Source: an optimization exercise on an open RTL-to-GDS flow (aim: small area). Production flows keep margins and buffers that such runs may drop.
In this exercise RTL edits were held to simulation tests only and were not proved equivalent to the original.
No activity file was given, so power comes from the tool's default toggle rates.

==> flow/design.v (excerpt) <==
module frameCam (
	input logic bls0we,
	input logic resadd,
	input logic cs,
	input logic wr,
	input logic oe,
	input frameCamPkg::regAddrT adresBus,
	input frameCamPkg::busByteT dataIn,
	input frameCamPkg::adcWordT adcData,
	input logic foto,
	input logic ready,
	output frameCamPkg::busByteT dataOut,
	output logic dataOe,
	output logic mclock,
	output logic mfsync,
	output logic mlsync,
	output logic adcClock
);
For scale: roughly 500 flip-flops, about 0.019 mm^2 of cells after synthesis.
==> flow/config.mk <==
export PLATFORM = sky130hd
export DESIGN_NAME = frameCam
export DESIGN_NICKNAME = frameCam
export VERILOG_FILES = /design/flow/design.v
export SDC_FILE = /design/flow/constraint.sdc
export NUM_CORES = 4
export LEC_CHECK = 0
export CAP_MARGIN = 20
export CORE_MARGIN = 2
export CORE_UTILIZATION = 70
export CTS_BUF_LIST = sky130_fd_sc_hd__clkbuf_16
export CTS_CLUSTER_DIAMETER = 60
export CTS_CLUSTER_SIZE = 30
export SLEW_MARGIN = 20
==> flow/constraint.sdc <==
create_clock -name core_clock -period 10.0 [get_ports {bls0we}]
set_input_delay 2.0000 -clock core_clock [delete_from_list [all_inputs] [get_ports {bls0we}]]
set_output_delay 2.0000 -clock core_clock [all_outputs]
set_load 0.01 [all_outputs]
standard.sh (not shown) runs the stock make flow with config.mk's settings and CLKGATE_MAP_FILE= SYNTH_SCRIPT=/design/flow/synth_recipe.tcl, a recipe that flattens the netlist after the stock synthesis.
==> flow/flow/run.sh <==
#!/bin/bash
# The standard layout, with three changes:
# - synthesis maps logic with an area-oriented ABC script (flow/synth_area.tcl);
# - the port buffers are made from the smallest buffer cell;
# - clock tree synthesis inserts no dummy loads.
set -o pipefail
here=$(pwd)
export FLOW_SYNTH_TCL=$here/synth_recipe.tcl
export ABC_AREA_SCRIPT=$here/flow/abc_area.script
export BUFFER_PORTS_ARGS="-buffer_cell sky130_fd_sc_hd__buf_1"
export CTS_ARGS="-sink_clustering_enable -repair_clock_nets -sink_clustering_size 30 -sink_clustering_max_diameter 60 -buf_list sky130_fd_sc_hd__clkbuf_16 -dont_use_dummy_load"
bash standard.sh SYNTH_SCRIPT=$here/flow/synth_area.tcl finish 2>&1 | tee standard.log
==> flow/flow/abc_area.script <==
&get -n
&st
&syn2
&dch
&nf -R 1000
&put
strash
&get -n
&st
&dch
&nf -R 1000
&put
==> flow/flow/synth_area.tcl <==
# The standard synthesis script, with ABC's technology mapping aimed at area: the
# abc call's -script argument is replaced by flow/abc_area.script. Flip-flop
# mapping and every other step are unchanged.
proc abc {args} {
  set i [lsearch -exact $args -script]
  if {$i >= 0} { lset args [expr {$i + 1}] $::env(ABC_AREA_SCRIPT) }
  yosys abc {*}$args
}
source $::env(FLOW_SYNTH_TCL)
The starting point completed with no timing, DRC or antenna violations.
Next try:
--- a/flow/flow/run.sh
+++ b/flow/flow/run.sh
@@ -11 +11 @@
-export CTS_ARGS="-sink_clustering_enable -repair_clock_nets -sink_clustering_size 30 -sink_clustering_max_diameter 60 -buf_list sky130_fd_sc_hd__clkbuf_16 -dont_use_dummy_load"
+export CTS_ARGS="-sink_clustering_enable -repair_clock_nets -sink_clustering_size 18 -sink_clustering_max_diameter 60 -buf_list sky130_fd_sc_hd__clkbuf_8 -dont_use_dummy_load"
- CTS_BUF_LIST: sky130_fd_sc_hd__clkbuf_16 -> sky130_fd_sc_hd__clkbuf_8
- CTS_CLUSTER_SIZE: 30 -> 18
Outcome: The changed run finished with timing, DRC and antenna clean; non-clock buffer count stays the same; design area shrinks by about 1.7%; hold slack is worse by 0.0033 ns; wire length decreases by 0.81%; clock-buffer cell count increases by 2.

========
== exp/nickel ==
frameCam again, from the RTL that the note above started with.
// frameCam
module frameCam (
	input logic bls0we,
	input logic resadd,
	input logic cs,
	input logic wr,
	input logic oe,
	input frameCamPkg::regAddrT adresBus,
	input frameCamPkg::busByteT dataIn,
	input frameCamPkg::adcWordT adcData,
	input logic foto,
	input logic ready,
	output frameCamPkg::busByteT dataOut,
	output logic dataOe,
	output logic mclock,
	output logic mfsync,
	output logic mlsync,
	output logic adcClock
);
Settings: LEC_CHECK=0, CAP_MARGIN=20, CORE_MARGIN=2, CORE_UTILIZATION=82, CTS_BUF_LIST=sky130_fd_sc_hd__clkbuf_8, CTS_CLUSTER_DIAMETER=60, CTS_CLUSTER_SIZE=16, SLEW_MARGIN=20; clock period 10.0 ns.
==> flow/flow/run.sh <==
#!/bin/bash
# The standard layout, with three changes:
# - synthesis maps logic with an area-oriented ABC script (flow/synth_area.tcl);
# - the port buffers are made from the smallest buffer cell;
# - clock tree synthesis inserts no dummy loads.
set -o pipefail
here=$(pwd)
export FLOW_SYNTH_TCL=$here/synth_recipe.tcl
export ABC_AREA_SCRIPT=$here/flow/abc_area.script
export BUFFER_PORTS_ARGS="-buffer_cell sky130_fd_sc_hd__buf_1"
export CTS_ARGS="-sink_clustering_enable -repair_clock_nets -sink_clustering_size 16 -sink_clustering_max_diameter 60 -buf_list sky130_fd_sc_hd__clkbuf_8 -dont_use_dummy_load"
bash standard.sh SYNTH_SCRIPT=$here/flow/synth_area.tcl finish 2>&1 | tee standard.log
Scripts as last shown in full above: flow/flow/abc_area.script, flow/flow/synth_area.tcl
exp/nickel went all the way through synthesis, placement and routing and the layout is clean on timing, DRC and antenna.
For exp/willow, these inputs were changed with respect to exp/nickel:
- a change of CTS_CLUSTER_DIAMETER from 60 to 40
- a change of CTS_BUF_LIST from sky130_fd_sc_hd__clkbuf_8 to sky130_fd_sc_hd__clkbuf_16
- a change of CORE_UTILIZATION from 82 to 70
- a change of CTS_CLUSTER_SIZE from 16 to 26
==> flow/flow/run.sh <==
#!/bin/bash
# The standard layout, with two changes:
# - synthesis maps logic with an area-oriented ABC script (flow/synth_area.tcl);
# - the port buffers are made from the smallest buffer cell.
set -o pipefail
here=$(pwd)
export FLOW_SYNTH_TCL=$here/synth_recipe.tcl
export ABC_AREA_SCRIPT=$here/flow/abc_area.script
export BUFFER_PORTS_ARGS="-buffer_cell sky130_fd_sc_hd__buf_1"
bash standard.sh SYNTH_SCRIPT=$here/flow/synth_area.tcl finish 2>&1 | tee standard.log
### Flow results
Global-route usage ends up lower on exp/willow. Against exp/nickel as the reference, exp/willow delivers a higher setup slack after layout. Relative to exp/nickel, final cell count has increased by 114 in exp/willow. Total leakage power is lower on exp/nickel. Compared with exp/nickel, exp/willow shows a higher power density normalized to cell area. Number of buffers added by the clock tree synthesis step (exp/willow vs. exp/nickel) increases by more than a quarter. exp/willow ends up with lower power share of the sequential group than exp/nickel does. Of exp/willow and exp/nickel, it is exp/willow that has the lower utilization.

re-timing with driven ports:
How much do the figures lean on ideal ports? The routed layouts below were timed once more, with nothing changed but the port constraints. Step 1, drivers: a clkbuf_16 drives bls0we and a buf_2 each remaining input, both assumed. Step 2 times the ports against the registers' clock, not the clock port: input delays grow and output delays shrink by t, the midpoint of the rising clock arrivals with the driver on. Slacks: no drivers / after step 1 / after step 2; pairs: no drivers / after step 1.
| run | t (ns) | setup WS [ns] | latest minus earliest clock arrival (ns) |
|---|---|---|---|
| the first run of note 1 | 0.573 | 1.552 / 1.586 / 1.013 | 0.053 / 0.053 |
| the second run of note 1 | 0.585 | 1.532 / 1.557 / 0.972 | 0.046 / 0.046 |
| exp/nickel | 0.601 | 1.334 / 1.361 / 0.760 | 0.058 / 0.058 |
| exp/willow | 0.611 | 1.501 / 1.535 / 0.924 | 0.029 / 0.028 |
After both steps setup and hold are still met in every run listed. For exp/willow, which loses most, drivers alone change the setup slack by +0.034 ns; drivers and shift together by -0.577 ns.
